This is an optimization exercise on Yosys and OpenROAD, whose aim is small area, not a production implementation.
At most, simulation tests tie the RTL to the original design; equivalence was not proved.
No activity file was given, so power comes from the tool's default toggle rates.

==> exp/quartz: inputs <==
==> flow/design.v (excerpt) <==
module sound_top (
	input  wire        clock,
	input  wire        reset,
	input  wire        ready,        
	input  wire [3:0]  game_state,
	input  wire        flash_busy,
	input  wire [7:0]  flash_data,
	output wire [22:0] flash_addr,
	output wire        flash_read,
	output logic       loaded,
	output logic [7:0] to_ac97_data
);
export LEC_CHECK = 0
export ABC_AREA = 1
export CAP_MARGIN = 20
export CORE_MARGIN = 2
export CORE_UTILIZATION = 40
export CTS_CLUSTER_DIAMETER = 120
export CTS_CLUSTER_SIZE = 30
export SLEW_MARGIN = 20
export SYNTH_HIERARCHICAL = 1
create_clock -name core_clock -period 10.0 [get_ports {clock}]
standard.sh (not shown) runs the stock make flow with config.mk's settings and CLKGATE_MAP_FILE= SYNTH_SCRIPT=/design/flow/synth_recipe.tcl, a recipe that flattens the netlist after the stock synthesis.
==> flow/flow/run.sh <==
#!/bin/bash
# Own flow: the standard layout (standard.sh, unchanged synthesis) with the
# port buffers made from the smallest buffer cell.
set -euo pipefail
bash standard.sh \
	BUFFER_PORTS_ARGS="-buffer_cell sky130_fd_sc_hd__buf_1" \
	finish > flow_make.log 2>&1
==> exp/indigo: changes against exp/quartz <==
--- a/flow/design.v
+++ b/flow/design.v
@@ -171,23 +171,14 @@
 	logic [7:0]  m;            
 	logic        n;            
 	logic [7:0]  vx;
 	logic [17:0] sum, acc;     
 	logic        cpend, cmid;  
 	assign act = (win != 5'd0);
-	assign val = (r_age == 5'd0) ? xb : (clear ? 8'd0 : ring[30]);
-	assign m[0] = act & ((r_age == 5'd0) | (r_age == 5'd1) | (r_age == 5'd2) | (r_age == 5'd3) | (r_age == 5'd5) | (r_age == 5'd6) | (r_age == 5'd11) | (r_age == 5'd12) | (r_age == 5'd14) | (r_age == 5'd16) | (r_age == 5'd18) | (r_age == 5'd19) | (r_age == 5'd24) | (r_age == 5'd25) | (r_age == 5'd27) | (r_age == 5'd28) | (r_age == 5'd29) | (r_age == 5'd30));
-	assign m[1] = act & ((r_age == 5'd2) | (r_age == 5'd4) | (r_age == 5'd5) | (r_age == 5'd8) | (r_age == 5'd9) | (r_age == 5'd10) | (r_age == 5'd12) | (r_age == 5'd13) | (r_age == 5'd14) | (r_age == 5'd16) | (r_age == 5'd17) | (r_age == 5'd18) | (r_age == 5'd20) | (r_age == 5'd21) | (r_age == 5'd22) | (r_age == 5'd25) | (r_age == 5'd26) | (r_age == 5'd28));
-	assign m[2] = act & ((r_age == 5'd3) | (r_age == 5'd4) | (r_age == 5'd5) | (r_age == 5'd6) | (r_age == 5'd10) | (r_age == 5'd11) | (r_age == 5'd13) | (r_age == 5'd17) | (r_age == 5'd19) | (r_age == 5'd20) | (r_age == 5'd24) | (r_age == 5'd25) | (r_age == 5'd26) | (r_age == 5'd27));
-	assign m[3] = act & ((r_age == 5'd8) | (r_age == 5'd9) | (r_age == 5'd10) | (r_age == 5'd12) | (r_age == 5'd13) | (r_age == 5'd14) | (r_age == 5'd16) | (r_age == 5'd17) | (r_age == 5'd18) | (r_age == 5'd20) | (r_age == 5'd21) | (r_age == 5'd22));
-	assign m[4] = act & ((r_age == 5'd9) | (r_age == 5'd12) | (r_age == 5'd14) | (r_age == 5'd16) | (r_age == 5'd18) | (r_age == 5'd21));
-	assign m[5] = act & ((r_age == 5'd10) | (r_age == 5'd13) | (r_age == 5'd14) | (r_age == 5'd16) | (r_age == 5'd17) | (r_age == 5'd20));
-	assign m[6] = act & ((r_age == 5'd11) | (r_age == 5'd12) | (r_age == 5'd13) | (r_age == 5'd14) | (r_age == 5'd16) | (r_age == 5'd17) | (r_age == 5'd18) | (r_age == 5'd19));
-	assign m[7] = act & ((r_age == 5'd15));
-	assign n = act & ((r_age == 5'd0) | (r_age == 5'd1) | (r_age == 5'd2) | (r_age == 5'd3) | (r_age == 5'd4) | (r_age == 5'd5) | (r_age == 5'd6) | (r_age == 5'd24) | (r_age == 5'd25) | (r_age == 5'd26) | (r_age == 5'd27) | (r_age == 5'd28) | (r_age == 5'd29) | (r_age == 5'd30));
-	assign vx = val ^ {8{n}};
+	coef_rom u_coef (.r_age(r_age), .act(act), .m(m), .n(n));
+	sample_sel u_sel (.head(ring[30]), .xb(xb), .newest(r_age == 5'd0), .clear(clear), .n(n), .val(val), .vx(vx));
 	wire mt_1, mt_2, mt_3, mt_4, mt_5, mt_6, mt_7, mt_8, mt_9, mt_10, mt_11, mt_12, mt_13, mt_14, mt_15, mt_16, mt_17, mt_18, mt_19, mt_20, mt_21, mt_22, mt_23, mt_24, mt_25, mt_26, mt_27, mt_28, mt_29, mt_30, mt_31, mt_32, mt_33, mt_34, mt_35, mt_36, mt_37, mt_38, mt_39, mt_40, mt_41, mt_42, mt_43, mt_44, mt_45, mt_46, mt_47, mt_48, mt_49, mt_50, mt_51, mt_52, mt_53, mt_54, mt_55, mt_56, mt_57, mt_58, mt_59, mt_60, mt_61, mt_62, mt_63, mt_64, mt_65, mt_66, mt_67, mt_68, mt_69, mt_70, mt_71, mt_72, mt_73, mt_74, mt_75, mt_76, mt_77, mt_78, mt_79, mt_80, mt_81, mt_82, mt_83, mt_84, mt_85, mt_86, mt_87, mt_88, mt_89, mt_90, mt_91, mt_92, mt_93, mt_94, mt_95, mt_96, mt_97, mt_98, mt_99, mt_100, mt_101, mt_102, mt_103, mt_104, mt_105, mt_106, mt_107, mt_108, mt_109, mt_110, mt_111, mt_112, mt_113, mt_114, mt_115, mt_116, mt_117, mt_118, mt_119, mt_120, mt_121, mt_122, mt_123, mt_124, mt_125, mt_126, mt_127, mt_128, mt_129, mt_130, mt_131, mt_132, mt_133, mt_134, mt_135, mt_136, mt_137, mt_138, mt_139, mt_140, mt_141, mt_142, mt_143;
 	wire [7:0] pp0 = {~(vx[7] & m[0]), vx[6:0] & {7{m[0]}}};
 	wire [7:0] pp1 = {~(vx[7] & m[1]), vx[6:0] & {7{m[1]}}};
 	wire [7:0] pp2 = {~(vx[7] & m[2]), vx[6:0] & {7{m[2]}}};
 	wire [7:0] pp3 = {~(vx[7] & m[3]), vx[6:0] & {7{m[3]}}};
 	wire [7:0] pp4 = {~(vx[7] & m[4]), vx[6:0] & {7{m[4]}}};
@@ -322,12 +313,40 @@
 	end
 	assign mix_c[0] = cpend;
 	for (genvar b = 0; b < 8; b++) begin : g_mix
 		fa u_fa (.a(sum[10+b]), .b(clip_byte[b]), .c(mix_c[b]), .s(mix[b]), .co(mix_c[b+1]));
 	end
 endmodule
+module sample_sel (
+	input  wire [7:0] head,
+	input  wire [7:0] xb,
+	input  wire       newest,
+	input  wire       clear,
+	input  wire       n,
+	output wire [7:0] val,
+	output wire [7:0] vx
+);
+	assign val = newest ? xb : (clear ? 8'd0 : head);
+	assign vx  = val ^ {8{n}};
+endmodule
+module coef_rom (
+	input  wire [4:0] r_age,
+	input  wire       act,
+	output wire [7:0] m,
+	output wire       n
+);
+	assign m[0] = act & ((r_age == 5'd0) | (r_age == 5'd1) | (r_age == 5'd2) | (r_age == 5'd3) | (r_age == 5'd5) | (r_age == 5'd6) | (r_age == 5'd11) | (r_age == 5'd12) | (r_age == 5'd14) | (r_age == 5'd16) | (r_age == 5'd18) | (r_age == 5'd19) | (r_age == 5'd24) | (r_age == 5'd25) | (r_age == 5'd27) | (r_age == 5'd28) | (r_age == 5'd29) | (r_age == 5'd30));
+	assign m[1] = act & ((r_age == 5'd2) | (r_age == 5'd4) | (r_age == 5'd5) | (r_age == 5'd8) | (r_age == 5'd9) | (r_age == 5'd10) | (r_age == 5'd12) | (r_age == 5'd13) | (r_age == 5'd14) | (r_age == 5'd16) | (r_age == 5'd17) | (r_age == 5'd18) | (r_age == 5'd20) | (r_age == 5'd21) | (r_age == 5'd22) | (r_age == 5'd25) | (r_age == 5'd26) | (r_age == 5'd28));
+	assign m[2] = act & ((r_age == 5'd3) | (r_age == 5'd4) | (r_age == 5'd5) | (r_age == 5'd6) | (r_age == 5'd10) | (r_age == 5'd11) | (r_age == 5'd13) | (r_age == 5'd17) | (r_age == 5'd19) | (r_age == 5'd20) | (r_age == 5'd24) | (r_age == 5'd25) | (r_age == 5'd26) | (r_age == 5'd27));
+	assign m[3] = act & ((r_age == 5'd8) | (r_age == 5'd9) | (r_age == 5'd10) | (r_age == 5'd12) | (r_age == 5'd13) | (r_age == 5'd14) | (r_age == 5'd16) | (r_age == 5'd17) | (r_age == 5'd18) | (r_age == 5'd20) | (r_age == 5'd21) | (r_age == 5'd22));
+	assign m[4] = act & ((r_age == 5'd9) | (r_age == 5'd12) | (r_age == 5'd14) | (r_age == 5'd16) | (r_age == 5'd18) | (r_age == 5'd21));
+	assign m[5] = act & ((r_age == 5'd10) | (r_age == 5'd13) | (r_age == 5'd14) | (r_age == 5'd16) | (r_age == 5'd17) | (r_age == 5'd20));
+	assign m[6] = act & ((r_age == 5'd11) | (r_age == 5'd12) | (r_age == 5'd13) | (r_age == 5'd14) | (r_age == 5'd16) | (r_age == 5'd17) | (r_age == 5'd18) | (r_age == 5'd19));
+	assign m[7] = act & ((r_age == 5'd15));
+	assign n = act & ((r_age == 5'd0) | (r_age == 5'd1) | (r_age == 5'd2) | (r_age == 5'd3) | (r_age == 5'd4) | (r_age == 5'd5) | (r_age == 5'd6) | (r_age == 5'd24) | (r_age == 5'd25) | (r_age == 5'd26) | (r_age == 5'd27) | (r_age == 5'd28) | (r_age == 5'd29) | (r_age == 5'd30));
+endmodule
 module fa (
 	input  wire a,
 	input  wire b,
 	input  wire c,
 	output wire s,
 	output wire co
==> flow/flow/run.sh (replaced) <==
#!/bin/bash
# Own flow: the standard layout (standard.sh, unchanged synthesis) with the
# port buffers made from the smallest buffer cell, and clock tree synthesis
# without dummy balancing loads.
set -euo pipefail
bash standard.sh \
	BUFFER_PORTS_ARGS="-buffer_cell sky130_fd_sc_hd__buf_1" \
	CTS_ARGS="-sink_clustering_enable -repair_clock_nets -sink_clustering_size 30 -sink_clustering_max_diameter 120 -dont_use_dummy_load" \
	finish > flow_make.log 2>&1
ABC_AREA = not set   (was 1)
CORE_UTILIZATION = 60   (was 40)
PLACE_DENSITY = 0.75   (was not set)
==> notes <==
In exp/indigo the clock power is smaller than in exp/quartz, by about 4%. Of exp/indigo and exp/quartz, exp/quartz has the higher combinational power (gap about 15%, measured against exp/quartz). Setup slack: exp/indigo is lower than exp/quartz (600 ps). First-iteration DRC count: exp/indigo is larger than exp/quartz (5.2%). Between exp/quartz and exp/indigo, the lower sequential share of layout area is in exp/quartz (gap 1.6 points). Critical path depth is the same in exp/quartz and exp/indigo. Against exp/quartz, the global-route usage of exp/indigo is higher by 4.8 points. Of exp/quartz and exp/indigo, exp/quartz has the higher clock skew (gap 17 ps). Against exp/quartz, the synthesized cell count of exp/indigo is lower by about 15%. Sequential power is about the same in exp/indigo and exp/quartz. Against exp/quartz, the cell count of exp/indigo is smaller by about 20%.
The RTL of exp/quartz was laid out without a check of its function.

## static timing again, ports no longer ideal
In the flow no input, the clock included, has a driving cell. The finished layouts below were timed again as built, in two steps. Step 1: set_driving_cell puts a clkbuf_16 on clock and a buf_2 on each other input, an assumption about the parent block. Step 2, shift: input delay + t, output delay - t, t = (earliest + latest rising clock arrival at the registers) / 2. This alone moves slack from input paths to output paths. Slacks: ideal ports / drivers / drivers and shift; pairs: ideal ports / drivers.
| run | t (ns) | setup slack, ns | worst setup path after step 2 | latest minus earliest clock arrival (ns) | worst register clock-pin slew, ns |
|---|---|---|---|---|---|
| exp/quartz | 0.569 | 2.587 / 2.587 / 2.587 | register to register | 0.043 / 0.044 | 0.12 / 0.12 |
| exp/indigo | 0.551 | 1.985 / 1.985 / 1.985 | register to register | 0.023 / 0.023 | 0.11 / 0.11 |
After both steps setup and hold are still met in every run listed.
